What follows belongs to an exercise in optimizing a design on an open flow for small area, a short achievable clock period and few clock cycles; a production flow would make more cautious choices. RTL that was checked went through simulation tests only; none was proved equivalent to the original. Only the layout flow was run in runs 1, 2 and 7 to 9; the RTL was not checked for function there.

## flow/design.v (module list and top-level ports; edited modules follow where they fit)
// module fixed_mul_q: 1408 lines
// module mac_fa: 4 lines
// module mac_ha: 4 lines
// module perceptron_trainer_fixed: 120 lines
module perceptron_trainer_fixed
#(
    parameter int             tam        = 16,
    parameter logic [tam-1:0] LR         = 16'h0400,
    parameter int             MAX_EPOCHS = 32
) (
    input  logic                 clk,
    input  logic                 rst,
    input  logic                 start,
    input  logic [3:0][tam-1:0]  in1,
    input  logic [3:0][tam-1:0]  in2,
    input  logic [3:0][tam-1:0]  d,
    input  logic [tam-1:0]       w0_init,
    input  logic [tam-1:0]       w1_init,
    input  logic [tam-1:0]       w2_init,
    output logic [tam-1:0]       w0,
    output logic [tam-1:0]       w1,
    output logic [tam-1:0]       w2,
    output logic                 busy,
    output logic                 done,
    output logic                 converged,
    output logic [7:0]           epoch_cnt
);
  // ...
==> flow/flow/run.sh <==
#!/bin/bash
set -euo pipefail
export SETUP_SLACK_MARGIN="$(cat flow/setup_margin)"
# Port buffers: the smallest plain buffer rather than buffer_ports' default pick.
export BUFFER_PORTS_ARGS="-buffer_cell sky130_fd_sc_hd__buf_1"
bash standard.sh finish > flow_make.log 2>&1
==> flow/flow/setup_margin <==
7
==> flow/standard.sh <==
#!/bin/bash
# synth_recipe.tcl (not shown) runs the flow's synth.tcl, then flattens the netlist and writes it again
# the make line also repeats each setting of config.mk as NAME=value (left out here)
make -C /OpenROAD-flow-scripts/flow DESIGN_CONFIG=/design/flow/config.mk WORK_HOME=/design/flow/orfs CLKGATE_MAP_FILE= SYNTH_SCRIPT=/design/flow/synth_recipe.tcl "${@:-finish}"
==> flow/config.mk <==
export PLATFORM = sky130hd
export DESIGN_NAME = perceptron_trainer_fixed
export DESIGN_NICKNAME = perceptron_trainer_fixed
export VERILOG_FILES = /design/flow/design.v
export SDC_FILE = /design/flow/constraint.sdc
export NUM_CORES = 4
export LEC_CHECK = 0
export CAP_MARGIN = 20
export CORE_MARGIN = 2
export CORE_UTILIZATION = 40
export CTS_BUF_LIST = sky130_fd_sc_hd__clkbuf_8
export SLEW_MARGIN = 20
export SYNTH_HIERARCHICAL = 1
export SYNTH_MINIMUM_KEEP_SIZE = 0
export TNS_END_PERCENT = 10
==> flow/constraint.sdc <==
create_clock -name core_clock -period 13.0 [get_ports {clk}]
set_input_delay 2.6000 -clock core_clock [delete_from_list [all_inputs] [get_ports {clk}]]
set_output_delay 2.6000 -clock core_clock [all_outputs]
set_load 0.01 [all_outputs]
==> flow_summary.toml, run 1 <==
[outcome]
status = "complete, no violations"

[sta]
finalHoldViolCount = 0
worst_pin_slew_ns = 1.091

[final_layout]
nonClkBufAreaFrac = 0.1165
largestClassByArea = "multi-input combinational cells"
seq_cell_count = 124
clkbuf_count = 17
regArea_sq_um = 2745
multiInputGateArea_sq_um = 15350
diodes = 0

[yosys]
yosys.area_share.simple = 0.09531
synthesis.area_sq_um = 17920
ys_warn_count = 7
synth_compound_area_frac = 0.2017
synthTopCellsByArea = "fa_1 (25%), xnor2_1 (15%), dfxtp_1 (14%)"
synth.top_cells.by_count = "xnor2_1 (308), a22oi_1 (238), fa_1 (224), nand2_1 (200), dfxtp_1 (123)"
synth_top_family_by_area = "adder cells"
synth_area_leader_cell = "fa_1"
syn_inst = 1952

[worst_hold_path]
hp-class = "register to register"

[floorplanning]
coreArea_sq_um = 44220
die_x_microns = 215.7

[critical_path]
critPathBufInv = 1
slowest_delay_ns = 0.59
worst_setup_path_end_kind = "register"
crit_path_end = "w1_q[15]"
cp_num_cells = 19
path_delay_family = "adder cells"

[route]
met2_length_mm = 32.90
wl_met3_mm = 4.885
wl_met1_mm = 24.67

[global_route]
overflow = 0
track_usage = 0.2805
grt_pass1_wl_mm = 98.73
met1_usage = 0.3324

[clock_network]
root_buffer = "clkbuf_8"
clk_pin_slew_ns = 0.09
cts_made_buffers = 17

[place]
gp_congestion = 0.9668
==> module perceptron_trainer_fixed, before the edit <==
module perceptron_trainer_fixed
#(
    parameter int             tam        = 16,
    parameter logic [tam-1:0] LR         = 16'h0400,
    parameter int             MAX_EPOCHS = 32
) (
    input  logic                 clk,
    input  logic                 rst,
    input  logic                 start,
    input  logic [3:0][tam-1:0]  in1,
    input  logic [3:0][tam-1:0]  in2,
    input  logic [3:0][tam-1:0]  d,
    input  logic [tam-1:0]       w0_init,
    input  logic [tam-1:0]       w1_init,
    input  logic [tam-1:0]       w2_init,
    output logic [tam-1:0]       w0,
    output logic [tam-1:0]       w1,
    output logic [tam-1:0]       w2,
    output logic                 busy,
    output logic                 done,
    output logic                 converged,
    output logic [7:0]           epoch_cnt
);
    logic           busy_q, done_q, conv_q;
    logic [tam-1:0] w0_q, w1_q, w2_q;
    logic [tam-1:0] x1_q, x2_q;
    logic [7:0]     x1o_q, x1t_q, x2o_q, x2t_q;    
    logic           t_q;
    logic [1:0]     idx_q, streak_q;
    logic [5:0]     epoch_q;
    logic           accept, pos, err, fin, clean4, last;
    logic [1:0]     nidx;
    logic [tam-1:0] nx1, nx2;
    logic [tam-1:0] dx1, dx2, u0, u1, u2;
    assign accept = start && !busy_q;
    function automatic logic [7:0] b_one(input logic [tam-1:0] x);
        for (int k = 0; k < 8; k++)
            b_one[k] = x[2*k] ^ ((k == 0) ? 1'b0 : x[2*k-1]);
    endfunction
    function automatic logic [7:0] b_two(input logic [tam-1:0] x);
        logic h, m, l;
        for (int k = 0; k < 8; k++) begin
            h = x[2*k+1];
            m = x[2*k];
            l = (k == 0) ? 1'b0 : x[2*k-1];
            b_two[k] = (h & ~m & ~l) | (~h & m & l);
        end
    endfunction
    fixed_mul_q u_mac (
        .w0(w0_q),
        .w1(w1_q), .x1(x1_q), .x1one(x1o_q), .x1two(x1t_q),
        .w2(w2_q), .x2(x2_q), .x2one(x2o_q), .x2two(x2t_q),
        .pos(pos)
    );
    assign err = pos != t_q;
    assign dx1 = {{2{x1_q[tam-1]}}, x1_q[tam-1:2]};
    assign dx2 = {{2{x2_q[tam-1]}}, x2_q[tam-1:2]};
    assign u0  = {w0_q[tam-1:10] + (t_q ? 6'h01 : 6'h3F), w0_q[9:0]};
    assign u1  = w1_q + (dx1 ^ {tam{~t_q}}) + {{(tam-1){1'b0}}, ~t_q};
    assign u2  = w2_q + (dx2 ^ {tam{~t_q}}) + {{(tam-1){1'b0}}, ~t_q};
    assign last   = (idx_q == 2'd3);
    assign clean4 = (streak_q == 2'd3) && !err;
    assign fin    = clean4 || (last && epoch_q == 6'(MAX_EPOCHS));
    assign nidx   = busy_q ? idx_q + 2'd1 : 2'd0;
    assign nx1    = in1[nidx];
    assign nx2    = in2[nidx];
    always_ff @(posedge clk) begin
        if (rst) begin
            busy_q <= 1'b0;
            done_q <= 1'b0;
        end else if (accept) begin
            busy_q <= 1'b1;
            done_q <= 1'b0;
        end else if (busy_q && fin) begin
            busy_q <= 1'b0;
            done_q <= 1'b1;
        end
    end
    always_ff @(posedge clk) begin
        if (rst) begin
            w0_q <= '0;
            w1_q <= '0;
            w2_q <= '0;
        end else if (accept) begin
            w0_q <= w0_init;
            w1_q <= w1_init;
            w2_q <= w2_init;
        end else if (busy_q && err) begin
            w0_q <= u0;
            w1_q <= u1;
            w2_q <= u2;
        end
    end
    always_ff @(posedge clk) begin
        x1_q  <= nx1;
        x2_q  <= nx2;
        x1o_q <= b_one(nx1);
        x1t_q <= b_two(nx1);
        x2o_q <= b_one(nx2);
        x2t_q <= b_two(nx2);
        t_q  <= (d[nidx] != '0);
        if (accept) begin
            idx_q    <= 2'd0;
            streak_q <= 2'd0;
            epoch_q  <= 6'd0;
        end else if (busy_q) begin
            idx_q    <= idx_q + 2'd1;
            streak_q <= err ? 2'd0 : streak_q + 2'd1;
            if (idx_q == 2'd0) epoch_q <= epoch_q + 6'd1;
            conv_q <= clean4;
        end
    end
    assign w0        = w0_q;
    assign w1        = w1_q;
    assign w2        = w2_q;
    assign busy      = busy_q;
    assign done      = done_q;
    assign converged = conv_q;
    assign epoch_cnt = {2'b00, epoch_q};
endmodule
==> run 2: changes to the inputs <==
--- a/flow/design.v
+++ b/flow/design.v
@@ -1448,7 +1448,7 @@
     logic           t_q;
     logic [1:0]     idx_q, streak_q;
     logic [5:0]     epoch_q;
-    logic           accept, pos, err, fin, clean4, last;
+    logic           accept, upd, pos, err, fin, clean4, last;
     logic [1:0]     nidx;
     logic [tam-1:0] nx1, nx2;
     logic [tam-1:0] dx1, dx2, u0, u1, u2;
@@ -1496,19 +1496,16 @@
             done_q <= 1'b1;
         end
     end
+    assign upd = busy_q && !accept && err;
     always_ff @(posedge clk) begin
-        if (rst) begin
-            w0_q <= '0;
-            w1_q <= '0;
-            w2_q <= '0;
-        end else if (accept) begin
+        if (accept) begin
             w0_q <= w0_init;
             w1_q <= w1_init;
             w2_q <= w2_init;
-        end else if (busy_q && err) begin
-            w0_q <= u0;
-            w1_q <= u1;
-            w2_q <= u2;
+        end else begin
+            w0_q <= w0_q ^ ({tam{upd}} & (u0 ^ w0_q));
+            w1_q <= w1_q ^ ({tam{upd}} & (u1 ^ w1_q));
+            w2_q <= w2_q ^ ({tam{upd}} & (u2 ^ w2_q));
         end
     end
     always_ff @(posedge clk) begin
==> flow/flow/setup_margin (replaced) <==
6.5
==> flow_summary.toml, run 2 <==
[final_layout]
fillers = 4229
layout_commonest_cell = "buf_1"
final_layout_size_suffix_gt1_frac = 0.1645
final_cell_mix = "buf_1 (299), xnor2_1 (291), a22oi_1 (200), fa_1 (169), nand2_1 (165)"
regArea_sq_um = 3028
area_delta_synth_final_pct = 19.16
multiInputGateArea_sq_um = 14670
layout.nets = 2704

[clock_network]
ctsLongestPathBuffers = 2
cts_sinks = 124
clk_pin_slew_ns = 0.08
worstSkewPairLatency_ns = 0.52
cts_max_level = 4
cts_tree = "built"
cts_made_buffers = 17
ctsHoldBuffers = 0
root_buffer = "clkbuf_8"

[route]
vias = 15620
finalWirelength_mm = 60.83
drc = 0
wl_per_cell_microns = 22.33
viasPerCell = 5.733
drt.antenna.violating_nets = 0
firstDrtPassIters = 6
drt-initial-drc-count = 1257

[sta]
rsz0062_at_grt = "yes"
finalHoldViolCount = 0
tns_ns = 0
slew_violations = 0
finalCritPeriodShare = 0.4947
setup_viol = 0
min_period_ns = 6.432
worst_pin_slew_ns = 0.9496
skew_ns = 0.02245
holdWs_ns = 0.4751
fmax_ghz = 0.1555
slew_headroom = 0.3669

[yosys]
ys_async_sr_fraction = 0
synth_area_leader_cell = "fa_1"
synth_seq_cells = 124
post-synth-top-count-cell = "xnor2_1"
avgSynthCellArea_sq_um = 9.733
yosysTopAreaCellShare = 0.2511
synthTopCellsByArea = "fa_1 (25%), xnor2_1 (15%), a22oi_1 (9.8%)"
ys_warn_count = 7
ys_types = 66
synth_seq_area_share = 0.1659
syn_inst = 1835
ys.flop_type = "dfxtp_1"
synthesis.area_sq_um = 17860
synth.top_cells.by_count = "xnor2_1 (309), a22oi_1 (234), fa_1 (224), nand2_1 (170), ha_1 (122)"
synth_edf_count = 48

[place]
gp_congestion = 0.9397
numPortBuffers = 299
dp_hpwl_mm = 45.33

[critical_path]
critPathKind = "register to register"
rrSetupSlack_ns = 6.57
worstSetupStartpointType = "register"
critPathRequiredTime_ns = 13.33
reg2regPathDepth = 23
path_cells = "buf_4 > buf_4 > a22oi_1 > xnor2_1 > fa_1 > fa_1 > fa_2 > fa_2 > fa_2 > fa_1 > inv_1 > ha_4 > xnor2_1 > nor4_2 > nand4_1 > o221ai_2 > o22ai_4 > nand2b_4 > nand2_4 > nand2_8 > buf_12 > buf_16 > o21ai_0"
crit_path_max_fanout = 18
slowest_delay_ns = 0.60
worst_setup_path_end_kind = "register"
critPathSlowestCell = "fa_1"
critPathArrivalTime_ns = 6.76

[job]
drv_cap = 0

[global_route]
grt_max_degree = 69
overflow = 0
grt_pass1_vias = 15900
antenna_found_initial = 4
track_usage = 0.2589
grt_pass1_wl_mm = 91.21

[worst_hold_path]
hp-class = "register to register"

[floorplanning]
rows = 77
die_y_microns = 215.3
coreArea_sq_um = 44120
die_x_microns = 215.3
start_util = 0.4048
ios = 302
dieArea_sq_um = 46360

[outcome]
status = "complete, no violations"
-- run 2: changes by cell type after synthesis, sizes merged, moves of 7 or more --
cell    delta
a21oi     -40
a311oi    -10
buf        +7
and2      +10
nor2      -19
clkbuf    -23
edfxtp    +47
o21ai     +12
dfxtp     -47
nand2     -30
-- run 2: area by class of cell --
type | instances | share of cell area
Tap cell | 592 | 0.03480
Multi-Input combinational cell | 1507 | 0.6894
Sequential cell | 124 | 0.1423
Clock inverter | 12 | 0.005761
Inverter | 41 | 0.007231
Timing Repair Buffer | 424 | 0.1072
Antenna cell | 4 | 0.0004703
Clock buffer | 20 | 0.01293
-- run 2: critical path: cells and delay by family (launching register included) --
family | cells | cell delay (ns)
AO/OA/AOI/OAI | 4 | 0.84
adder cells (fa/ha/maj) | 7 | 3.27
XOR/XNOR | 2 | 0.21
buffers and inverters | 5 | 0.74
AND/OR/NAND/NOR | 5 | 0.81
flip-flops | 1 | 0.36
-- run 2: worst min path at each step --
stage,from,to,slack [ns],cells after the start
2_1_floorplan,idx_q[1],idx_q[1],0.44,2
3_3_place_gp,done_q,done_q,0.45,2
3_5_place_dp,idx_q[1],idx_q[1],0.46,2
4_1_cts,idx_q[1],idx_q[1],0.48,2
5_1_grt,streak_q[1],streak_q[1],0.51,2
6_report,idx_q[1],idx_q[1],0.48,2
-- run 2: what timing repair did --
action                     4_1_cts  5_1_grt
setup endpoints to repair       79       77
pin swaps                       27       74
gates cloned                     4        0
resized for setup               80      119
buffers inserted                81       19
hold endpoints to repair         0        0
-- run 2: stage by stage --
step / utilization / area, sq um / setup WS (ns) / instances
3_3_place_gp: 0.4342 / 19160 / 5.597 / 2584
6_report: 0.4823 / 21280 / 6.568 / 2724
3_5_place_dp: 0.4342 / 19160 / 5.507 / 2584
5_1_grt: 0.4823 / 21280 / 6.271 / 2724
2_1_floorplan: - / 17890 / 6.559 / 1841
4_1_cts: 0.4666 / 20590 / 6.507 / 2701
-- run 2: routing by layer --
layer  GRT usage  vias to the layer above  wire length, microns
li1            -                     6963                     -
met1      0.3026                     7676                 22510
met2      0.4446                      783                 30030
met3     0.03808                      194                  3907
met4      0.1660                        0                  4383
met5           0                        -                     0
-- run 2: kinds of logic (layout without fill, tap and decap cells) --
| kind of cell | after synthesis | after routing | share of synthesized area |
|---|---|---|---|
| other | 2 | 12 | 0.0004205 |
| buffers and inverters | 212 | 497 | 0.05191 |
| flip-flops | 124 | 124 | 0.1659 |
| AND/OR/NAND/NOR | 323 | 325 | 0.08539 |
| XOR/XNOR | 352 | 352 | 0.1726 |
| multiplexers | 3 | 3 | 0.002382 |
| adder cells (fa/ha/maj) | 346 | 346 | 0.3365 |
| AO/OA/AOI/OAI | 473 | 473 | 0.1849 |
-- run 2: Yosys stat by module (local to each module, per instance) --
module / copies in the design / cells / area (sq um) / flip-flops and latches
mac_ha: 32 / 1 / 12.51 / 0
mac_fa: 220 / 1 / 20.02 / 0
fixed_mul_q: 1 / 810 / 5982 / 0
perceptron_trainer_fixed: 1 / 773 / 7074 / 124
==> run 3: changes to the inputs <==
--- a/flow/design.v
+++ b/flow/design.v
@@ -1451,6 +1451,7 @@
     logic           accept, upd, pos, err, fin, clean4, last;
     logic [1:0]     nidx;
     logic [tam-1:0] nx1, nx2;
+    logic [tam-1:0] h0, h1, h2, w0_d, w1_d, w2_d;
     logic [tam-1:0] dx1, dx2, u0, u1, u2;
     assign accept = start && !busy_q;
     function automatic logic [7:0] b_one(input logic [tam-1:0] x);
@@ -1496,17 +1497,17 @@
             done_q <= 1'b1;
         end
     end
-    assign upd = busy_q && !accept && err;
+    assign upd = busy_q && err;
+    assign h0  = accept ? w0_init : w0_q;
+    assign h1  = accept ? w1_init : w1_q;
+    assign h2  = accept ? w2_init : w2_q;
+    wsel #(.W(tam)) u_sel0 (.s(upd), .a(u0), .b(h0), .y(w0_d));
+    wsel #(.W(tam)) u_sel1 (.s(upd), .a(u1), .b(h1), .y(w1_d));
+    wsel #(.W(tam)) u_sel2 (.s(upd), .a(u2), .b(h2), .y(w2_d));
     always_ff @(posedge clk) begin
-        if (accept) begin
-            w0_q <= w0_init;
-            w1_q <= w1_init;
-            w2_q <= w2_init;
-        end else begin
-            w0_q <= w0_q ^ ({tam{upd}} & (u0 ^ w0_q));
-            w1_q <= w1_q ^ ({tam{upd}} & (u1 ^ w1_q));
-            w2_q <= w2_q ^ ({tam{upd}} & (u2 ^ w2_q));
-        end
+        w0_q <= w0_d;
+        w1_q <= w1_d;
+        w2_q <= w2_d;
     end
     always_ff @(posedge clk) begin
         x1_q  <= nx1;
@@ -1535,3 +1536,14 @@
     assign converged = conv_q;
     assign epoch_cnt = {2'b00, epoch_q};
 endmodule
+module wsel
+#(
+    parameter int W = 16
+) (
+    input  logic         s,
+    input  logic [W-1:0] a,
+    input  logic [W-1:0] b,
+    output logic [W-1:0] y
+);
+    assign y = s ? a : b;
+endmodule
==> flow/flow/setup_margin (replaced) <==
7
==> flow_summary.toml, run 3 <==
[outcome]
status = "complete, no violations"

[route]
finalWirelength_mm = 62.27
firstDrtPassIters = 7
drt-initial-drc-count = 1266
vias = 15600
drc = 0
drt.antenna.violating_nets = 0
viasPerCell = 5.629
wl_per_cell_microns = 22.46

[sta]
finalHoldViolCount = 0
finalCritPeriodShare = 0.4878
setup_viol = 0
fmax_ghz = 0.1577
tns_ns = 0
skew_ns = 0.01633
slew_headroom = 0.3630
worst_pin_slew_ns = 0.9542
fin_ws_ns = 6.659
min_period_ns = 6.341
slew_violations = 0
rsz0062_at_grt = "yes"

[clock_network]
root_buffer = "clkbuf_8"
cts_sinks = 124
ctsLongestPathBuffers = 2
worstSkewPairLatency_ns = 0.53
cts_made_buffers = 17
cts_tree = "built"
cts_max_level = 4
clk_pin_slew_ns = 0.08

[yosys]
ys_types = 68
syn_inst = 1859
ys.flop_type = "dfxtp_1"
avgSynthCellArea_sq_um = 9.979
synth_seq_cells = 124
synthesis.area_sq_um = 18550
yosysTopAreaCellShare = 0.2417
synth_area_leader_cell = "fa_1"
ys_warn_count = 7
synth.top_cells.by_count = "xnor2_1 (307), a22oi_1 (234), fa_1 (224), dfxtp_1 (123)"
ys_async_sr_fraction = 0
synthTopCellsByArea = "fa_1 (24%), xnor2_1 (14%), dfxtp_1 (13%)"
synth_edf_count = 1
post-synth-top-count-cell = "xnor2_1"
synth_seq_area_share = 0.1343

[global_route]
overflow = 0
grt_pass1_vias = 16200
grt_pass1_wl_mm = 94.06
grt_max_degree = 69
antenna_found_initial = 6
track_usage = 0.2616

[critical_path]
worstSetupStartpointType = "register"
critPathSlowestCell = "fa_1"
worstSetupStartpoint = "w1_q[4]"
crit_path_max_fanout = 8
reg2reg_from = "w1_q[4]"
worst_setup_path_end_kind = "register"
critPathKind = "register to register"
critPathArrivalTime_ns = 6.76
critPathRequiredTime_ns = 13.42
critPathBufInv = 3
path_cells = "a22oi_2 > xnor2_2 > fa_2 > fa_1 > fa_2 > fa_2 > fa_1 > fa_1 > inv_1 > ha_4 > xnor2_1 > nor3_2 > nand4_1 > o21ai_1 > o22ai_2 > xor2_2 > buf_6 > and2_4 > buf_12 > mux2_4"
path_delay_family = "adder cells"
slowest_delay_ns = 0.64

[place]
gp_congestion = 0.9288
dp_slack_ns = 5.195
dp_hpwl_mm = 44.63
place_area_sq_um = 19830
numPortBuffers = 299

[final_layout]
reg.largest.list = "w0_q x16, w1_q x16, w2_q x16"
layout.nets = 2741
final_cell_mix = "buf_1 (299), xnor2_1 (277), a22oi_1 (180), fa_1 (157), buf_4 (123)"
fin_area_sq_um = 22550
final_layout_size_suffix_gt1_frac = 0.2713
fillers = 4156
multiInputGateArea_sq_um = 15980
area_delta_synth_final_pct = 21.54
regArea_sq_um = 2733
layout_commonest_cell = "buf_1"

[floorplanning]
coreArea_sq_um = 45580
ios = 302
die_x_microns = 219.4
dieArea_sq_um = 48120
rows = 78
die_y_microns = 219.4
start_util = 0.4070

[worst_hold_path]
hp-class = "register to register"
hp-start = "idx_q[1]"

[job]
drv_cap = 0
==> run 3: cell count changes after synthesis, moves of 27 or more <==
cell      change
a31oi_1      -32
a31oi_2      +27
dfxtp_1      +47
edfxtp_1     -47
mux2_2       +65
mux2_4       +30
nand2_1      -50
o21ai_0      -43
==> run 3: worst reg2reg max path, stage by stage (launching register included) <==
cell and delay, ns:
dfxtp_4 0.40, a22oi_2 0.24, xnor2_2 0.17, fa_2 0.50, fa_1 0.59, fa_2 0.46, fa_2 0.36, fa_1 0.45
fa_1 0.64, inv_1 0.10, ha_4 0.24, xnor2_1 0.13, nor3_2 0.34, nand4_1 0.24, o21ai_1 0.23, o22ai_2 0.11
xor2_2 0.18, buf_6 0.16, and2_4 0.17, buf_12 0.18, mux2_4 0.32
==> run 3: area by class of cell <==
class | count | share of cell area
inverters | 44 | 0.007325
repair buffers | 453 | 0.1133
well taps | 600 | 0.03329
multi-input cells | 1514 | 0.7088
clock buffers | 19 | 0.01160
diodes | 5 | 0.0005549
clock inverters | 13 | 0.003995
flip-flops and latches | 124 | 0.1212
==> run 3: modules after synthesis, one instance, submodules excluded, a selection <==
module	cell area [sq um]	times used	cells inside
mac_fa	20.02	220	1
mac_ha	12.51	32	1
perceptron_trainer_fixed	7029	1	743
fixed_mul_q	5971	1	810
==> run 3: cell families after synthesis <==
logic type	count (synthesis)	synth area share
adder cells (fa/ha/maj)	344	0.3227
XOR/XNOR	354	0.1671
AND/OR/NAND/NOR	269	0.07122
multiplexers	97	0.06549
other	2	0.0004048
AO/OA/AOI/OAI	439	0.1784
buffers and inverters	230	0.06036
flip-flops	124	0.1343
==> run 3: path summary, 6_finish.rpt <==
kind	end	slack (ns)	depth (start not counted)
hold / removal	idx_q[1]	0.47	2
setup / recovery	w1_q[12]	6.66	20
setup reg to reg	w1_q[12]	6.66	20
hold reg to reg	idx_q[1]	0.47	2
==> run 3: through the flow <==
stage,hold WS (ns),std cells,utilization
detailed placement,0.4558,2600,0.4350
global route,0.5143,2772,0.4947
global placement,0.4508,2600,0.4350
CTS,0.4715,2748,0.4832
floorplan,0.4392,1865,-
finish,0.4710,2772,0.4947
==> run 3: what timing repair did <==
item | CTS | global route
cloned | 3 | 0
gates resized for setup | 234 | 80
hold buffers | 0 | 0
buffers inserted | 113 | 19
pin swaps | 88 | 67
endpoints found under the hold margin | 0 | 0
endpoints found under the setup margin | 53 | 53
==> run 3: metal layers <==
| layer | global-route usage | wire length [microns] | vias up |
|---|---|---|---|
| met3 | 0.04158 | 4245 | 114 |
| met4 | 0.1072 | 2163 | 0 |
| met1 | 0.3182 | 24440 | 7719 |
| li1 | - | - | 7067 |
| met5 | 0 | 0 | - |
| met2 | 0.4590 | 31420 | 704 |
Testbench counts of run 3, summed over its fixed seeds: cycles 6,410.
==> run 4: changes to the inputs <==
==> flow/flow/setup_margin (replaced) <==
6
==> flow_summary.toml, run 4 <==
[outcome]
status = "complete, no violations"

[job]
drv_cap = 0

[route]
firstDrtPassIters = 5
vias = 14860
drt-initial-drc-count = 969
viasPerCell = 5.646
finalWirelength_mm = 54.71
wl_per_cell_microns = 20.79
drt.antenna.violating_nets = 0
drc = 0

[floorplanning]
start_util = 0.4070
coreArea_sq_um = 45580
ios = 302
die_x_microns = 219.4
rows = 78
dieArea_sq_um = 48120
die_y_microns = 219.4

[critical_path]
worstSetupStartpointType = "register"
slowest_delay_ns = 0.64
path_cells = "a22oi_1 > xnor2_1 > fa_1 > fa_1 > fa_1 > fa_1 > fa_1 > fa_1 > inv_1 > ha_1 > xnor2_1 > nor4_1 > nand4_1 > o221ai_1 > o22ai_1 > xor2_2 > and2_4 > buf_16 > mux2_2"
critPathMostFrequentCell = "fa_1"
crit_path_max_fanout = 39
cp_num_cells = 19
critPathSlowestCell = "dfxtp_2"
critPathRequiredTime_ns = 13.43
critPathBufInv = 2
path_delay_family = "adder cells"
critPathKind = "register to register"
reg2regPathDepth = 19
worst_setup_path_end_kind = "register"
critPathArrivalTime_ns = 7.11

[clock_network]
worstSkewPairLatency_ns = 0.54
ctsHoldBuffers = 0
cts_sinks = 124
root_buffer = "clkbuf_8"
cts_tree = "built"
clk_pin_slew_ns = 0.08
cts_max_level = 4
cts_made_buffers = 17
ctsLongestPathBuffers = 2

[sta]
rsz0062_at_grt = "no"
slew_violations = 0
min_period_ns = 6.688
fin_ws_ns = 6.312
finalCritPeriodShare = 0.5145
slew_headroom = 0.3944
worst_pin_slew_ns = 0.9065
setup_viol = 0
skew_ns = 0.01364
fmax_ghz = 0.1495
finalHoldViolCount = 0
tns_ns = 0

[yosys]
synthesis.area_sq_um = 18550
synth_area_leader_cell = "fa_1"
ys_async_sr_fraction = 0
post-synth-top-count-cell = "xnor2_1"
yosysTopAreaCellShare = 0.2417
synth_edf_count = 1
ys_types = 68
ys_warn_count = 7
ys.flop_type = "dfxtp_1"
synth.top_cells.by_count = "xnor2_1 (307), a22oi_1 (234), fa_1 (224), dfxtp_1 (123)"
avgSynthCellArea_sq_um = 9.979
synthTopCellsByArea = "fa_1 (24%), xnor2_1 (14%), dfxtp_1 (13%)"
synth_seq_cells = 124
synth_seq_area_share = 0.1343
syn_inst = 1859

[global_route]
met1_usage = 0.2989
grt_pass1_vias = 15170
antenna_found_initial = 1
top_usage_layer = "met2"
grt_max_degree = 69
use_met3 = 0.03922
track_usage = 0.2336
grt_pass1_wl_mm = 85.80
overflow = 0
grtUsageMet2 = 0.3933

[final_layout]
final_cell_mix = "xnor2_1 (307), buf_1 (299), a22oi_1 (234), fa_1 (224), ha_1 (120)"
final_layout_size_suffix_gt1_frac = 0.1284
layout.nets = 2606
fin_cells = 2632
reg.largest.list = "w0_q x16, w1_q x16, w2_q x16"
layout_commonest_cell = "xnor2_1"
area_delta_synth_final_pct = 8.997
diodes = 0
fillers = 4431

[place]
numPortBuffers = 299
place_inst = 2599
gp_congestion = 0.9171
dp_hpwl_mm = 42.69
dp_slack_ns = 5.177

[worst_hold_path]
hold_depth = 2
hp-class = "register to register"
==> run 4: cell counts after synthesis <==
No cell type changed its count.
==> run 4: metrics by stage <==
stage,utilization,hold WS (ns),instance area (sq um)
after floorplan,-,0.4392,18570
after global routing,0.4437,0.5111,20220
after global placement,0.4315,0.4571,19670
after detailed placement,0.4315,0.4651,19670
final,0.4437,0.4800,20220
after CTS,0.4424,0.4804,20160
==> run 4: final cells by class <==
class                           count  area (sq um)  area share
Clock buffer                       17         234.0     0.01157
Timing Repair Buffer              321          1308     0.06466
Sequential cell                   124          2604      0.1288
Multi-Input combinational cell   1511         14980      0.7410
Inverter                           44         165.2    0.008168
Tap cell                          600         750.7     0.03713
Clock inverter                     15         175.2    0.008663
==> run 4: kinds of logic (layout without fill, tap and decap cells) <==
family          after synthesis  after routing  synth area share
compound gates              439            439            0.1784
mux                          97             97           0.06549
buf+inv                     230            397           0.06036
xor+xnor                    354            354            0.1671
flops                       124            124            0.1343
other cells                   2              8         0.0004048
fa+ha+maj                   344            344            0.3227
simple gates                269            269           0.07122
==> run 4: Yosys stat by module (local to each module, per instance), a selection <==
module                    area (sq um)  flip-flops and latches
perceptron_trainer_fixed          7029                     124
fixed_mul_q                       5971                       0
mac_fa                           20.02                       0
mac_ha                           12.51                       0
==> run 4: worst min-delay path, delay by kind of cell, from the launching register on <==
family	cells	cell delay (ns)
AOI/OAI and AO/OA	1	0.06
DFF	1	0.32
and+or+nand+nor	1	0.07
==> run 4: worst paths after layout <==
check / startpoint / to / slack (ns)
hold / removal: done_q / done_q / 0.48
setup / recovery: w1_q[3] / w1_q[0] / 6.31
setup reg to reg: w1_q[3] / w1_q[0] / 6.31
hold reg to reg: done_q / done_q / 0.48
==> run 4: per-layer routing <==
| layer | vias up | routed length [microns] |
|---|---|---|
| met1 | 7396 | 22960 |
| met5 | - | 0 |
| met4 | 0 | 1569 |
| li1 | 6791 | - |
| met2 | 586 | 26830 |
| met3 | 87 | 3355 |
==> run 4: timing repair <==
item	CTS	global route
setup buffers	0	1
pin swaps	0	0
resized for setup	61	19
hold endpoints to repair	0	0
setup endpoints to repair	48	41
==> run 5: changes to the inputs <==
==> flow/flow/setup_margin (replaced) <==
6.5
==> flow_summary.toml, run 5 <==
[outcome]
status = "complete, no violations"

[place]
gp_congestion = 0.9171
dp_hpwl_mm = 42.69
numPortBuffers = 299
dp_slack_ns = 5.177

[route]
viasPerCell = 5.651
wl_per_cell_microns = 21.27
drt-initial-drc-count = 1084
finalWirelength_mm = 57.85
vias = 15370
firstDrtPassIters = 6
drt.antenna.violating_nets = 0
drc = 0

[floorplanning]
start_util = 0.4070
die_x_microns = 219.4
dieArea_sq_um = 48120
rows = 78
coreArea_sq_um = 45580
ios = 302
die_y_microns = 219.4

[yosys]
synthesis.area_sq_um = 18550
synthTopCellsByArea = "fa_1 (24%), xnor2_1 (14%), dfxtp_1 (13%)"
avgSynthCellArea_sq_um = 9.979
yosysTopAreaCellShare = 0.2417
ys_types = 68
ys.flop_type = "dfxtp_1"
synth_seq_cells = 124
synth_edf_count = 1
synth.top_cells.by_count = "xnor2_1 (307), a22oi_1 (234), fa_1 (224), dfxtp_1 (123)"
syn_inst = 1859
synth_area_leader_cell = "fa_1"
ys_warn_count = 7
synth_seq_area_share = 0.1343
ys_async_sr_fraction = 0
post-synth-top-count-cell = "xnor2_1"

[critical_path]
reg2regPathDepth = 20
r2r-end = "w2_q[13]"
critPathRequiredTime_ns = 13.42
crit_path_max_fanout = 16
rrSetupSlack_ns = 6.67
reg2reg_from = "x1o_q[6]"
worstSetupStartpointType = "register"
critPathArrivalTime_ns = 6.75
critPathKind = "register to register"
worst_setup_path_end_kind = "register"

[sta]
worst_pin_slew_ns = 0.9089
min_period_ns = 6.326
skew_ns = 0.01276
rsz0062_at_grt = "no"
slew_headroom = 0.3928
setup_viol = 0
fmax_ghz = 0.1581
finalCritPeriodShare = 0.4866
holdWs_ns = 0.4775
finalHoldViolCount = 0
fin_ws_ns = 6.674
slew_violations = 0
tns_ns = 0

[final_layout]
final_cell_mix = "buf_1 (299), xnor2_1 (297), a22oi_1 (222), fa_1 (213)"
fin_util = 0.4693
fillers = 4338
diodes = 0
layout.nets = 2693
area_delta_synth_final_pct = 15.30
reg.largest.list = "w0_q x16, w1_q x16, w2_q x16"
final_layout_size_suffix_gt1_frac = 0.1855
layout_commonest_cell = "buf_1"

[worst_hold_path]
holdPathEnd = "done_q"
hp-class = "register to register"
hold_depth = 2
hp-start = "done_q"

[clock_network]
cts_tree = "built"
clk_pin_slew_ns = 0.08
root_buffer = "clkbuf_8"
ctsLongestPathBuffers = 2
cts_max_level = 4
cts_made_buffers = 17
worstSkewPairLatency_ns = 0.54
ctsHoldBuffers = 0
cts_sinks = 124

[global_route]
antenna_found_initial = 1
grt_pass1_wl_mm = 86.35
grt_max_degree = 69
overflow = 0
track_usage = 0.2351
grt_pass1_vias = 15240

[job]
drv_cap = 0
[run 5: metrics by stage]
stage                     cell area [sq um]  std cells
final                                 21390       2719
after global routing                  21390       2719
after detailed placement              19670       2599
after CTS                             20320       2635
after floorplan                       18570       1865
after global placement                19670       2599
[run 5: layout make-up]
class / count / area (sq um) / share of cell area
Clock buffer: 17 / 234.0 / 0.01094
Clock inverter: 15 / 175.2 / 0.008189
Inverter: 44 / 165.2 / 0.007721
Multi-Input combinational cell: 1511 / 15210 / 0.7109
Sequential cell: 124 / 2724 / 0.1273
Tap cell: 600 / 750.7 / 0.03510
Timing Repair Buffer: 408 / 2136 / 0.09985
[run 5: worst max-delay path by stage]
| stage | cells past startpoint | start | to |
|---|---|---|---|
| global route | 21 | w1_q[11] | w2_q[3] |
| detailed placement | 19 | w1_q[1] | w0_q[15] |
| CTS | 21 | w1_q[12] | busy_q |
| finish | 20 | x1o_q[6] | w2_q[13] |
| global placement | 18 | x1_q[13] | w1_q[0] |
| floorplan | 22 | w1_q[1] | w0_q[10] |
[run 5: worst max-delay path: stages, from the launching register on]
cell,delay [ns]
dfxtp_4,0.42
a22oi_1,0.30
xnor2_2,0.14
fa_1,0.57
fa_1,0.58
fa_1,0.45
fa_1,0.43
fa_1,0.49
fa_1,0.54
inv_1,0.05
ha_1,0.31
a21oi_1,0.24
a21oi_2,0.10
nor3_2,0.17
o221ai_2,0.12
o22ai_2,0.23
xor2_2,0.19
and2_4,0.18
buf_12,0.14
clkbuf_16,0.17
mux2_2,0.34
[run 5: routing by layer]
| metal | wire (microns) | vias up | GRT usage | share of wire |
|---|---|---|---|---|
| li1 | - | 6977 | - | - |
| met1 | 23450 | 7597 | 0.2982 | 0.41 |
| met2 | 28180 | 677 | 0.3942 | 0.49 |
| met3 | 4090 | 115 | 0.04089 | 0.071 |
| met4 | 2126 | 0 | 0.09752 | 0.037 |
| met5 | 0 | - | 0 | 0 |
[run 5: what timing repair did]
item                       4_1_cts  5_1_grt
pin swaps                        2       36
gates resized for setup         96       99
cloned                           1        4
setup endpoints to repair       51       51
buffers inserted                 3       80
[run 5: logic make-up after synthesis]
| kind of cell | synth area share |
|---|---|
| fa+ha+maj | 0.3227 |
| compound gates | 0.1784 |
| xor+xnor | 0.1671 |
| other cells | 0.0004048 |
| mux | 0.06549 |
| simple gates | 0.07122 |
| buf+inv | 0.06036 |
| flops | 0.1343 |
[run 5: modules after synthesis (local to each module, per instance), a selection]
module | times used | cells inside
fixed_mul_q | 1 | 810
mac_fa | 220 | 1
mac_ha | 32 | 1
perceptron_trainer_fixed | 1 | 743
==> run 6: changes to the inputs <==
==> flow/flow/setup_margin (replaced) <==
6.25
==> flow_summary.toml, run 6 <==
[outcome]
status = "complete, no violations"

[final_layout]
layout_commonest_cell = "xnor2_1"
regArea_sq_um = 2689
diodes = 0
fillers = 4422
layout.nets = 2614
final_cell_mix = "xnor2_1 (306), buf_1 (299), a22oi_1 (234), fa_1 (224), ha_1 (120)"
multiInputGateArea_sq_um = 15000
area_delta_synth_final_pct = 10.04
reg.largest.list = "w0_q x16, w1_q x16, w2_q x16"
fin_util = 0.4479
final_layout_size_suffix_gt1_frac = 0.1333
fin_area_sq_um = 20410

[sta]
min_period_ns = 6.515
slew_violations = 0
rsz0062_at_grt = "no"
setup_viol = 0
slew_headroom = 0.3929
worst_pin_slew_ns = 0.9088
finalCritPeriodShare = 0.5012
fmax_ghz = 0.1535
tns_ns = 0
finalHoldViolCount = 0
skew_ns = 0.01194
holdWs_ns = 0.4793

[route]
drt-initial-drc-count = 1158
viasPerCell = 5.639
wl_per_cell_microns = 20.94
drt.antenna.violating_nets = 0
finalWirelength_mm = 55.28
firstDrtPassIters = 6
drc = 0
vias = 14890

[global_route]
grt_pass1_vias = 15200
track_usage = 0.2337
antenna_found_initial = 1
overflow = 0
grt_max_degree = 69
grt_pass1_wl_mm = 85.85

[place]
numPortBuffers = 299
gp_congestion = 0.9171
place_area_sq_um = 19670
dp_hpwl_mm = 42.69

[yosys]
synth_seq_area_share = 0.1343
synth_edf_count = 1
post-synth-top-count-cell = "xnor2_1"
ys_warn_count = 7
ys_async_sr_fraction = 0
ys_types = 68
synth.top_cells.by_count = "xnor2_1 (307), a22oi_1 (234), fa_1 (224), dfxtp_1 (123)"
synth_seq_cells = 124
syn_inst = 1859
yosysTopAreaCellShare = 0.2417
ys.flop_type = "dfxtp_1"
synthTopCellsByArea = "fa_1 (24%), xnor2_1 (14%), dfxtp_1 (13%)"
synthesis.area_sq_um = 18550
synth_area_leader_cell = "fa_1"
avgSynthCellArea_sq_um = 9.979

[critical_path]
critPathBufInv = 2
rrSetupSlack_ns = 6.48
reg2reg_from = "x2_q[1]"
critPathMostFrequentCell = "fa_1"
cp_num_cells = 18
r2r-end = "w0_q[15]"
critPathSlowestCell = "dfxtp_2"
worst_setup_path_end_kind = "register"
path_delay_family = "adder cells"
critPathKind = "register to register"
crit_path_max_fanout = 20
slowest_delay_ns = 0.68
worstSetupStartpointType = "register"
path_cells = "xor2_1 > fa_1 > fa_1 > fa_1 > fa_1 > fa_1 > fa_1 > inv_1 > ha_1 > xnor2_1 > nor4_2 > nand4_1 > o221ai_2 > o22ai_2 > xor2_2 > and2_4 > buf_16 > mux2_2"
critPathRequiredTime_ns = 13.43
reg2regPathDepth = 18
critPathArrivalTime_ns = 6.94

[worst_hold_path]
hold_depth = 2
hp-class = "register to register"
holdPathEnd = "done_q"
hp-start = "done_q"

[floorplanning]
start_util = 0.4070
ios = 302
rows = 78
dieArea_sq_um = 48120
die_x_microns = 219.4
die_y_microns = 219.4
coreArea_sq_um = 45580

[clock_network]
cts_made_buffers = 17
root_buffer = "clkbuf_8"
cts_tree = "built"
cts_max_level = 4
clk_pin_slew_ns = 0.08
ctsHoldBuffers = 0
worstSkewPairLatency_ns = 0.54
ctsLongestPathBuffers = 2
cts_sinks = 124

[job]
drv_cap = 0
run 6: through the flow:
stage / std cells / setup slack (ns)
after floorplan: 1865 / 6.591
after global placement: 2599 / 5.279
after detailed placement: 2599 / 5.177
after CTS: 2632 / 6.270
after global routing: 2640 / 6.232
final: 2640 / 6.485
run 6: metal layers:
metal / global-route usage / part of all wire / vias to the layer above
li1: - / - / 6799
met1: 0.2986 / 0.42 / 7386
met2: 0.3932 / 0.49 / 613
met3: 0.03922 / 0.061 / 90
met4: 0.09054 / 0.030 / 0
met5: 0 / 0 / -
run 6: final cells by class:
| type | instances | area share |
|---|---|---|
| sequential | 124 | 0.1317 |
| multi-input combinational | 1511 | 0.7350 |
| timing repair buffer | 329 | 0.06840 |
| clock buffer | 17 | 0.01146 |
| inverter | 44 | 0.008090 |
| clock inverter | 15 | 0.008581 |
| tap | 600 | 0.03677 |
run 6: worst max path at each step:
stage | slack (ns) | end | from
6_report | 6.48 | w0_q[15] | x2_q[1]
5_1_grt | 6.23 | w0_q[15] | w2_q[10]
4_1_cts | 6.27 | w0_q[15] | w1_q[4]
3_5_place_dp | 5.18 | w0_q[15] | w1_q[1]
3_3_place_gp | 5.28 | w1_q[0] | x1_q[13]
2_1_floorplan | 6.59 | w0_q[10] | w1_q[1]
run 6: cells by family (layout without fill, tap and decap cells):
| logic type | count (synthesis) | in the layout | share of synthesized area |
|---|---|---|---|
| adder cells (fa/ha/maj) | 344 | 344 | 0.3227 |
| AO/OA/AOI/OAI | 439 | 439 | 0.1784 |
| flip-flops | 124 | 124 | 0.1343 |
| AND/OR/NAND/NOR | 269 | 269 | 0.07122 |
| multiplexers | 97 | 97 | 0.06549 |
| buffers and inverters | 230 | 405 | 0.06036 |
| other | 2 | 8 | 0.0004048 |
| XOR/XNOR | 354 | 354 | 0.1671 |
run 6: timing repair:
action	4_1_cts	5_1_grt
pin swaps	1	1
resized for setup	68	53
buffers inserted	1	7
setup endpoints to repair	51	50
gates cloned	0	1
run 6: tightest hold or removal path, stage by stage, from the launching register on:
cell and delay (ns):
dfxtp_1 0.32, nand2b_1 0.06, a21oi_1 0.06
run 6: Yosys stat by module, one instance, submodules excluded, excerpt:
module | cells inside | times used | flops+latches
mac_fa | 1 | 220 | 0
perceptron_trainer_fixed | 743 | 1 | 124
fixed_mul_q | 810 | 1 | 0
mac_ha | 1 | 32 | 0
==> run 7: changes to the inputs <==
--- a/flow/design.v
+++ b/flow/design.v
@@ -1448,7 +1448,9 @@
     logic           t_q;
     logic [1:0]     idx_q, streak_q;
     logic [5:0]     epoch_q;
-    logic           accept, upd, pos, err, fin, clean4, last;
+    logic           accept, upd, pos, err, limit, last;
+    logic [4:0]     ctl_e [2];
+    logic [4:0]     ctl_d;
     logic [1:0]     nidx;
     logic [tam-1:0] nx1, nx2;
     logic [tam-1:0] h0, h1, h2, w0_d, w1_d, w2_d;
@@ -1480,23 +1482,31 @@
     assign u1  = w1_q + (dx1 ^ {tam{~t_q}}) + {{(tam-1){1'b0}}, ~t_q};
     assign u2  = w2_q + (dx2 ^ {tam{~t_q}}) + {{(tam-1){1'b0}}, ~t_q};
     assign last   = (idx_q == 2'd3);
-    assign clean4 = (streak_q == 2'd3) && !err;
-    assign fin    = clean4 || (last && epoch_q == 6'(MAX_EPOCHS));
+    assign limit  = last && (epoch_q == 6'(MAX_EPOCHS));
     assign nidx   = busy_q ? idx_q + 2'd1 : 2'd0;
     assign nx1    = in1[nidx];
     assign nx2    = in2[nidx];
-    always_ff @(posedge clk) begin
-        if (rst) begin
-            busy_q <= 1'b0;
-            done_q <= 1'b0;
-        end else if (accept) begin
-            busy_q <= 1'b1;
-            done_q <= 1'b0;
-        end else if (busy_q && fin) begin
-            busy_q <= 1'b0;
-            done_q <= 1'b1;
+    always_comb begin
+        for (int e = 0; e < 2; e++) begin
+            logic clean, fin_e;
+            clean = (e == 0) && (streak_q == 2'd3);
+            fin_e = clean || limit;
+            ctl_e[e] = {busy_q, done_q, conv_q, streak_q};
+            if (rst) begin
+                ctl_e[e][4:3] = 2'b00;
+            end else if (accept) begin
+                ctl_e[e] = {1'b1, 1'b0, conv_q, 2'd0};
+            end else if (busy_q) begin
+                ctl_e[e][2]   = clean;
+                ctl_e[e][1:0] = (e == 0) ? streak_q + 2'd1 : 2'd0;
+                if (fin_e) ctl_e[e][4:3] = 2'b01;
+            end
         end
     end
+    wsel #(.W(5)) u_selc (.s(err), .a(ctl_e[1]), .b(ctl_e[0]), .y(ctl_d));
+    always_ff @(posedge clk) begin
+        {busy_q, done_q, conv_q, streak_q} <= ctl_d;
+    end
     assign upd = busy_q && err;
     assign h0  = accept ? w0_init : w0_q;
     assign h1  = accept ? w1_init : w1_q;
@@ -1519,13 +1529,10 @@
         t_q  <= (d[nidx] != '0);
         if (accept) begin
             idx_q    <= 2'd0;
-            streak_q <= 2'd0;
             epoch_q  <= 6'd0;
         end else if (busy_q) begin
             idx_q    <= idx_q + 2'd1;
-            streak_q <= err ? 2'd0 : streak_q + 2'd1;
             if (idx_q == 2'd0) epoch_q <= epoch_q + 6'd1;
-            conv_q <= clean4;
         end
     end
     assign w0        = w0_q;
==> flow/flow/setup_margin (replaced) <==
6
==> flow_summary.toml, run 7 <==
[floorplanning]
rows = 78
coreArea_sq_um = 45580
dieArea_sq_um = 48170
start_util = 0.4075
ios = 302
die_y_microns = 219.5
die_x_microns = 219.5

[global_route]
antenna_found_initial = 0
grt_max_degree = 70
overflow = 0
track_usage = 0.2451
grt_pass1_wl_mm = 89.20
grt_pass1_vias = 14990

[yosys]
ys_warn_count = 9
synthTopCellsByArea = "fa_1 (24%), xnor2_1 (14%), dfxtp_1 (13%)"
post-synth-top-count-cell = "xnor2_1"
synth_seq_cells = 124
avgSynthCellArea_sq_um = 9.843
ys_types = 57
ys_async_sr_fraction = 0
synth.top_cells.by_count = "xnor2_1 (305), a22oi_1 (234), fa_1 (224), nand2_1 (128), dfxtp_1 (124)"
synth_edf_count = 0
syn_inst = 1887
synthesis.area_sq_um = 18570
synth_area_leader_cell = "fa_1"
yosysTopAreaCellShare = 0.2414
ys.flop_type = "dfxtp_1"
synth_seq_area_share = 0.1337

[clock_network]
cts_max_level = 4
cts_sinks = 124
ctsHoldBuffers = 0
cts_made_buffers = 17
root_buffer = "clkbuf_8"
cts_tree = "built"
worstSkewPairLatency_ns = 0.52
ctsLongestPathBuffers = 2
clk_pin_slew_ns = 0.08

[critical_path]
worst_setup_path_end_kind = "register"
critPathKind = "register to register"
crit_path_max_fanout = 12
worstSetupStartpointType = "register"
critPathArrivalTime_ns = 7.16
critPathRequiredTime_ns = 13.40

[final_layout]
final_layout_size_suffix_gt1_frac = 0.1196
layout_commonest_cell = "xnor2_1"
final_cell_mix = "xnor2_1 (304), buf_1 (299), a22oi_1 (234), fa_1 (224), nand2_1 (127)"
fin_area_sq_um = 20290
reg.largest.list = "w0_q x16, w1_q x16, w2_q x16"
fin_util = 0.4453
area_delta_synth_final_pct = 9.270
layout.nets = 2641
diodes = 0

[sta]
finalHoldViolCount = 0
tns_ns = 0
worst_pin_slew_ns = 1.000
fmax_ghz = 0.1480
min_period_ns = 6.757
slew_violations = 0
slew_headroom = 0.3302
fin_ws_ns = 6.243
skew_ns = 0.02157
finalCritPeriodShare = 0.5198
setup_viol = 0
rsz0062_at_grt = "no"

[place]
dp_slack_ns = 5.005
gp_congestion = 0.9241
place_area_sq_um = 19720
numPortBuffers = 299
dp_hpwl_mm = 45.67

[worst_hold_path]
hp-class = "register to register"

[route]
wl_per_cell_microns = 22.19
firstDrtPassIters = 6
drc = 0
drt-initial-drc-count = 1208
vias = 15160
viasPerCell = 5.690
finalWirelength_mm = 59.13
drt.antenna.violating_nets = 0

[job]
drv_cap = 0

[outcome]
status = "complete, no violations"
## run 7: path summary, 6_finish.rpt
check                           slack (ns)  endpoint  cells past startpoint      from
worst min-delay path                  0.47  idx_q[1]                      2  idx_q[1]
worst min register to register        0.47  idx_q[1]                      2  idx_q[1]
worst max-delay path                  6.24  w0_q[12]                     20   w2_q[7]
worst max register to register        6.24  w0_q[12]                     20   w2_q[7]
## run 7: through the flow
stage	hold slack [ns]	instances
finish	0.4688	2665
global route	0.5263	2665
CTS	0.4739	2662
detailed placement	0.4612	2631
global placement	0.4572	2631
floorplan	0.4392	1893
## run 7: cell type report
class                      instances  area (sq um)
inverter                          44         165.2
sequential                       124          2584
fill                            4404         25280
tap                              600         750.7
multi-input combinational       1537         15030
timing repair buffer             329          1396
clock inverter                    13         120.1
clock buffer                      18         247.7
## run 7: modules after synthesis (local to each module, per instance), excerpt
module                    cells inside  copies in the design
perceptron_trainer_fixed           766                     1
mac_fa                               1                   220
fixed_mul_q                        810                     1
mac_ha                               1                    32
## run 7: worst max-delay path: stages (launching register included)
cell      delay [ns]
dfxtp_1         0.58
buf_4           0.30
a22oi_1         0.10
xnor2_1         0.16
fa_1            0.56
fa_1            0.47
fa_1            0.46
fa_1            0.42
fa_1            0.52
fa_1            0.56
inv_1           0.05
ha_1            0.31
xnor2_1         0.14
nor4_1          0.28
nand4_1         0.17
o221ai_1        0.23
o22ai_2         0.20
xor2_4          0.23
and2_4          0.25
buf_6           0.31
mux2_4          0.33
## run 7: cells by family (layout without fill, tap and decap cells)
logic type                 after synthesis  count (layout)  synth area share
AOI/OAI and AO/OA                      449             449            0.1732
xor gates and xnor gates               357             357            0.1684
adders and majority gates              345             345            0.3230
and+or+nand+nor                        275             275           0.07154
buffers and inverters                  232             404           0.06083
DFF                                    124             124            0.1337
muxes                                  103             103           0.06905
other                                    2               8         0.0004044
## run 7: timing repair
item | CTS | global route
gates cloned | 0 | 2
resized for setup | 57 | 22
pin swaps | 0 | 1
buffers inserted | 0 | 1
endpoints found under the setup margin | 48 | 48
## run 7: metal layers
layer | track usage | vias to the layer above | part of all wire
li1 | - | 6907 | -
met1 | 0.3132 | 7503 | 0.41
met2 | 0.4251 | 655 | 0.49
met3 | 0.03299 | 99 | 0.062
met4 | 0.08311 | 0 | 0.035
met5 | 0 | - | 0
==> run 8: changes to the inputs <==
--- a/flow/design.v
+++ b/flow/design.v
@@ -1507,7 +1507,7 @@
     always_ff @(posedge clk) begin
         {busy_q, done_q, conv_q, streak_q} <= ctl_d;
     end
-    assign upd = busy_q && err;
+    wsel #(.W(1)) u_selu (.s(pos), .a(busy_q && !t_q), .b(busy_q && t_q), .y(upd));
     assign h0  = accept ? w0_init : w0_q;
     assign h1  = accept ? w1_init : w1_q;
     assign h2  = accept ? w2_init : w2_q;
==> flow_summary.toml, run 8 <==
[outcome]
status = "complete, no violations"

[yosys]
ys.flop_type = "dfxtp_1"
synth_seq_cells = 124
synthTopCellsByArea = "fa_1 (24%), xnor2_1 (14%), dfxtp_1 (13%)"
ys_warn_count = 9
yosysTopAreaCellShare = 0.2412
post-synth-top-count-cell = "xnor2_1"
ys_types = 59
synth_area_leader_cell = "fa_1"
synth_edf_count = 0
synth.top_cells.by_count = "xnor2_1 (305), a22oi_1 (234), fa_1 (224), nand2_1 (130), dfxtp_1 (124)"
syn_inst = 1890
ys_async_sr_fraction = 0
synth_seq_area_share = 0.1335
synthesis.area_sq_um = 18590
avgSynthCellArea_sq_um = 9.837

[clock_network]
clk_pin_slew_ns = 0.08
cts_max_level = 4
root_buffer = "clkbuf_8"
cts_made_buffers = 17
ctsHoldBuffers = 0
ctsLongestPathBuffers = 2
cts_sinks = 124
cts_tree = "built"
worstSkewPairLatency_ns = 0.55

[route]
firstDrtPassIters = 6
drt.antenna.violating_nets = 0
drt-initial-drc-count = 1224
wl_met1_mm = 23.25
wl_per_cell_microns = 21.65
viasPerCell = 5.675
vias = 15140
topRoutingLayerUsed = "met5"
wl_met3_mm = 3.766
met2_length_mm = 29.20
finalWirelength_mm = 57.73
drc = 0

[sta]
holdWs_ns = 0.5000
fin_ws_ns = 6.204
rsz0062_at_grt = "no"
tns_ns = 0
slew_headroom = 0.3483
fmax_ghz = 0.1471
worst_pin_slew_ns = 0.9729
min_period_ns = 6.796
skew_ns = 0.01572
finalCritPeriodShare = 0.5228
slew_violations = 0
setup_viol = 0
finalHoldViolCount = 0

[final_layout]
final_layout_size_suffix_gt1_frac = 0.1167
fin_util = 0.4433
layout.nets = 2641
area_delta_synth_final_pct = 8.904
final_cell_mix = "xnor2_1 (305), buf_1 (299), a22oi_1 (234), fa_1 (224), nand2_1 (129)"
reg.largest.list = "w0_q x16, w1_q x16, w2_q x16"
fin_cells = 2667
layout_commonest_cell = "xnor2_1"

[floorplanning]
coreArea_sq_um = 45670
dieArea_sq_um = 48220
die_y_microns = 219.6
start_util = 0.4071
die_x_microns = 219.6
rows = 78
ios = 302

[place]
gp_congestion = 0.8960
dp_slack_ns = 5.593
place_inst = 2633
dp_hpwl_mm = 44.86
numPortBuffers = 299

[critical_path]
r2r-end = "w2_q[4]"
crit_path_max_fanout = 24
reg2reg_from = "x1t_q[7]"
worst_setup_path_end_kind = "register"
rrSetupSlack_ns = 6.20
worstSetupStartpointType = "register"
critPathArrivalTime_ns = 7.22
critPathRequiredTime_ns = 13.43
crit_path_end = "w2_q[4]"
critPathKind = "register to register"
worstSetupStartpoint = "x1t_q[7]"
reg2regPathDepth = 17

[global_route]
grt_pass1_vias = 15340
grt_pass1_wl_mm = 88.15
track_usage = 0.2416
grt_max_degree = 70
antenna_found_initial = 1
overflow = 0

[job]
drv_cap = 0

[worst_hold_path]
hp-class = "register to register"
## run 8: logic make-up (layout without fill, tap and decap cells)
logic type / count (synthesis) / in the layout / share of synthesized area
buffers and inverters: 233 / 402 / 0.06111
AND/OR/NAND/NOR: 276 / 276 / 0.07154
adder cells (fa/ha/maj): 345 / 345 / 0.3226
multiplexers: 104 / 105 / 0.06979
flip-flops: 124 / 124 / 0.1335
XOR/XNOR: 357 / 357 / 0.1682
AO/OA/AOI/OAI: 449 / 449 / 0.1728
other: 2 / 9 / 0.0004039
## run 8: worst min path at each step
stage | depth (start not counted) | to | from
after global routing | 2 | idx_q[1] | idx_q[1]
final | 2 | idx_q[1] | idx_q[1]
after detailed placement | 2 | idx_q[1] | idx_q[1]
after global placement | 2 | idx_q[1] | idx_q[1]
after CTS | 2 | idx_q[1] | idx_q[1]
after floorplan | 2 | idx_q[1] | idx_q[1]
## run 8: routing by layer
layer  GRT usage  vias up
li1            -     6907
met1      0.2992     7466
met2      0.4234      673
met3     0.04362       88
met4     0.07942        2
met5           0        -
## run 8: Yosys stat by module, one instance, submodules excluded, excerpt
module	flops+latches	cell area (sq um)
perceptron_trainer_fixed	124	6998
fixed_mul_q	0	5971
mac_fa	0	20.02
mac_ha	0	12.51
## run 8: through the flow
stage                     instance area [sq um]
after floorplan                           18610
after global placement                    19730
after detailed placement                  19730
after CTS                                 20150
after global routing                      20240
final                                     20250
## run 8: area by class of cell
class / count / area [sq um]
well taps: 600 / 750.7
diodes: 1 / 2.502
fillers: 4441 / 25430
inverters: 44 / 165.2
clock buffers: 17 / 234.0
repair buffers: 326 / 1325
clock inverters: 15 / 140.1
multi-input cells: 1540 / 15080
flip-flops and latches: 124 / 2551
## run 8: critical path, stage by stage, from the launching register on
cell and delay [ns]:
dfxtp_1 0.65, a22oi_1 0.17, xnor2_1 0.36, fa_1 0.50, fa_1 0.53, fa_1 0.55, fa_1 0.41, fa_1 0.49
fa_1 0.55, inv_1 0.05, ha_1 0.33, xnor2_1 0.16, nor4_2 0.34, nand4_1 0.21, o221ai_1 0.31, o22ai_4 0.16
mux2_8 0.53, mux2_4 0.34
## run 8: timing repair
action / CTS / global route
resized for setup: 27 / 34
buffers inserted: 0 / 0
cloned: 0 / 1
setup endpoints to repair: 51 / 53
==> run 9: changes to the inputs <==
==> flow/flow/setup_margin (replaced) <==
6.5
==> flow_summary.toml, run 9 <==
[yosys]
post-synth-top-count-cell = "xnor2_1"
syn_inst = 1890
ys.flop_type = "dfxtp_1"
synth_seq_cells = 124
synth_area_leader_cell = "fa_1"
ys_async_sr_fraction = 0
ys_types = 59
synth_edf_count = 0
avgSynthCellArea_sq_um = 9.837
synth.top_cells.by_count = "xnor2_1 (305), a22oi_1 (234), fa_1 (224), nand2_1 (130), dfxtp_1 (124)"
synthTopCellsByArea = "fa_1 (24%), xnor2_1 (14%), dfxtp_1 (13%)"
ys_warn_count = 9
synth_seq_area_share = 0.1335
yosysTopAreaCellShare = 0.2412
synthesis.area_sq_um = 18590

[worst_hold_path]
hp-start = "idx_q[1]"
hold_depth = 2
holdPathEnd = "idx_q[1]"
hp-class = "register to register"

[final_layout]
fin_util = 0.4666
layout_commonest_cell = "buf_1"
fin_cells = 2735
layout.nets = 2708
reg.largest.list = "w0_q x16, w1_q x16, w2_q x16"
final_cell_mix = "buf_1 (299), xnor2_1 (297), a22oi_1 (225), fa_1 (214), nand2_1 (129)"
area_delta_synth_final_pct = 14.62
final_layout_size_suffix_gt1_frac = 0.1636

[floorplanning]
start_util = 0.4071
die_x_microns = 219.6
rows = 78
die_y_microns = 219.6
coreArea_sq_um = 45670
dieArea_sq_um = 48220
ios = 302

[clock_network]
worstSkewPairLatency_ns = 0.55
ctsLongestPathBuffers = 2
root_buffer = "clkbuf_8"
cts_sinks = 124
cts_max_level = 4
ctsHoldBuffers = 0
cts_made_buffers = 17
clk_pin_slew_ns = 0.08
cts_tree = "built"

[place]
place_inst = 2633
dp_slack_ns = 5.593
gp_congestion = 0.8960
dp_hpwl_mm = 44.86
numPortBuffers = 299

[sta]
skew_ns = 0.01613
setup_viol = 0
rsz0062_at_grt = "no"
finalHoldViolCount = 0
fmax_ghz = 0.1573
finalCritPeriodShare = 0.4890
worst_pin_slew_ns = 1.072
tns_ns = 0
min_period_ns = 6.357
slew_headroom = 0.2828
slew_violations = 0
fin_ws_ns = 6.643

[route]
drt-initial-drc-count = 1314
firstDrtPassIters = 6
drt.antenna.violating_nets = 0
wl_per_cell_microns = 22.19
drc = 0
finalWirelength_mm = 60.69
vias = 15580
viasPerCell = 5.695

[global_route]
overflow = 0
track_usage = 0.2475
antenna_found_initial = 0
grt_pass1_wl_mm = 89.98
grt_pass1_vias = 15470
grt_max_degree = 70

[critical_path]
critPathRequiredTime_ns = 13.42
critPathKind = "register to register"
rrSetupSlack_ns = 6.64
worstSetupStartpointType = "register"
crit_path_max_fanout = 13
worst_setup_path_end_kind = "register"
r2r-end = "w2_q[10]"
critPathArrivalTime_ns = 6.78
reg2regPathDepth = 19
reg2reg_from = "w1_q[5]"

[job]
drv_cap = 0

[outcome]
status = "complete, no violations"
run 9: cell counts after synthesis:
Identical to the previous run, type by type.
run 9: routing by layer:
metal | part of all wire | up-vias | routed length (microns) | track usage
met2 | 0.50 | 687 | 30430 | 0.4341
met4 | 0.034 | 0 | 2089 | 0.08546
met1 | 0.40 | 7710 | 24150 | 0.3092
li1 | - | 7060 | - | -
met5 | 0 | - | 0 | 0
met3 | 0.066 | 119 | 4018 | 0.03768
run 9: worst max-delay path, stage by stage, from the launching register on:
cell      delay [ns]
dfxtp_4         0.40
buf_12          0.16
a22oi_2         0.22
xnor2_2         0.11
fa_1            0.59
fa_1            0.48
fa_1            0.49
fa_2            0.55
fa_1            0.43
fa_1            0.54
inv_1           0.05
ha_1            0.31
xnor2_1         0.17
nor4_2          0.24
nand4_1         0.21
o221ai_2        0.23
o22ai_4         0.12
buf_8           0.18
mux2_4          0.41
mux2_4          0.32
run 9: logic make-up (layout without fill, tap and decap cells):
kind of cell | count (synthesis) | count (layout) | share of synthesized area
AND/OR/NAND/NOR | 276 | 276 | 0.07154
multiplexers | 104 | 111 | 0.06979
XOR/XNOR | 357 | 357 | 0.1682
buffers and inverters | 233 | 463 | 0.06111
AO/OA/AOI/OAI | 449 | 449 | 0.1728
flip-flops | 124 | 124 | 0.1335
adder cells (fa/ha/maj) | 345 | 345 | 0.3226
other | 2 | 10 | 0.0004039
run 9: what timing repair did:
| item | CTS | global route |
|---|---|---|
| setup buffers | 2 | 59 |
| cloned | 4 | 3 |
| gates resized for setup | 102 | 87 |
| pin swaps | 1 | 26 |
| setup endpoints to repair | 53 | 53 |
run 9: worst max path at each step:
stage                  start        to  slack [ns]  depth (start not counted)
floorplan            w1_q[1]  w0_q[10]        6.66                         21
global placement     w1_q[3]  w0_q[15]        5.65                         17
detailed placement   x2_q[5]   w1_q[2]        5.59                         16
CTS                  w1_q[5]  w2_q[10]        6.47                         19
global route        w2_q[12]   w1_q[5]        6.49                         18
finish               w1_q[5]  w2_q[10]        6.64                         19
run 9: layout make-up:
type,instances,area (sq um)
antenna,2,5.005
fill,4335,24360
multi-input combinational,1546,15370
timing repair buffer,387,1943
tap,600,750.7
clock inverter,15,140.1
clock buffer,17,234.0
inverter,44,165.2
sequential,124,2700
run 9: per-stage QoR:
step | instance area (sq um) | hold WS (ns)
after floorplan | 18610 | 0.4392
after global placement | 19730 | 0.4509
after detailed placement | 19730 | 0.4907
after CTS | 20440 | 0.5013
after global routing | 21300 | 0.5341
final | 21310 | 0.5008
run 9: modules after synthesis, one instance, submodules excluded, a selection:
| module | cells | times used | flip-flops and latches |
|---|---|---|---|
| mac_fa | 1 | 220 | 0 |
| perceptron_trainer_fixed | 768 | 1 | 124 |
| fixed_mul_q | 810 | 1 | 0 |
| mac_ha | 1 | 32 | 0 |

-- afterwards: timing with drivers on the ports --
Ports are ideal in the flow. The routed layouts listed here were re-timed in OpenROAD.
Step 1 (the two cells are an assumption about what drives the block):
set clk [get_ports {clk}]
set_driving_cell -lib_cell sky130_fd_sc_hd__clkbuf_16 $clk
set_driving_cell -lib_cell sky130_fd_sc_hd__buf_2 [delete_from_list [all_inputs] $clk]
Step 2 also shifts input and output timing later by t, the mid clock arrival at the registers, as if the neighbouring blocks saw the same clock.
Three values: ideal ports, drivers, drivers and shift; two values: the first two.
run | shift t [ns] | setup WS [ns] | worst register clock-pin slew, ns | cell pins on the clock port's net
run 1 | 0.555 | 6.481 / 6.481 / 6.481 | 0.09 / 0.09 | 1
run 2 | 0.555 | 6.568 / 6.568 / 6.568 | 0.09 / 0.09 | 1
run 3 | 0.578 | 6.659 / 6.659 / 6.659 | 0.09 / 0.09 | 1
run 4 | 0.591 | 6.312 / 6.312 / 6.312 | 0.09 / 0.09 | 1
run 5 | 0.589 | 6.674 / 6.674 / 6.674 | 0.09 / 0.09 | 1
run 6 | 0.591 | 6.485 / 6.485 / 6.485 | 0.09 / 0.09 | 1
run 7 | 0.561 | 6.243 / 6.243 / 6.243 | 0.09 / 0.09 | 1
run 8 | 0.594 | 6.204 / 6.204 / 6.204 | 0.09 / 0.09 | 1
run 9 | 0.595 | 6.643 / 6.643 / 6.643 | 0.09 / 0.09 | 1
After both steps every run listed still meets setup and hold.
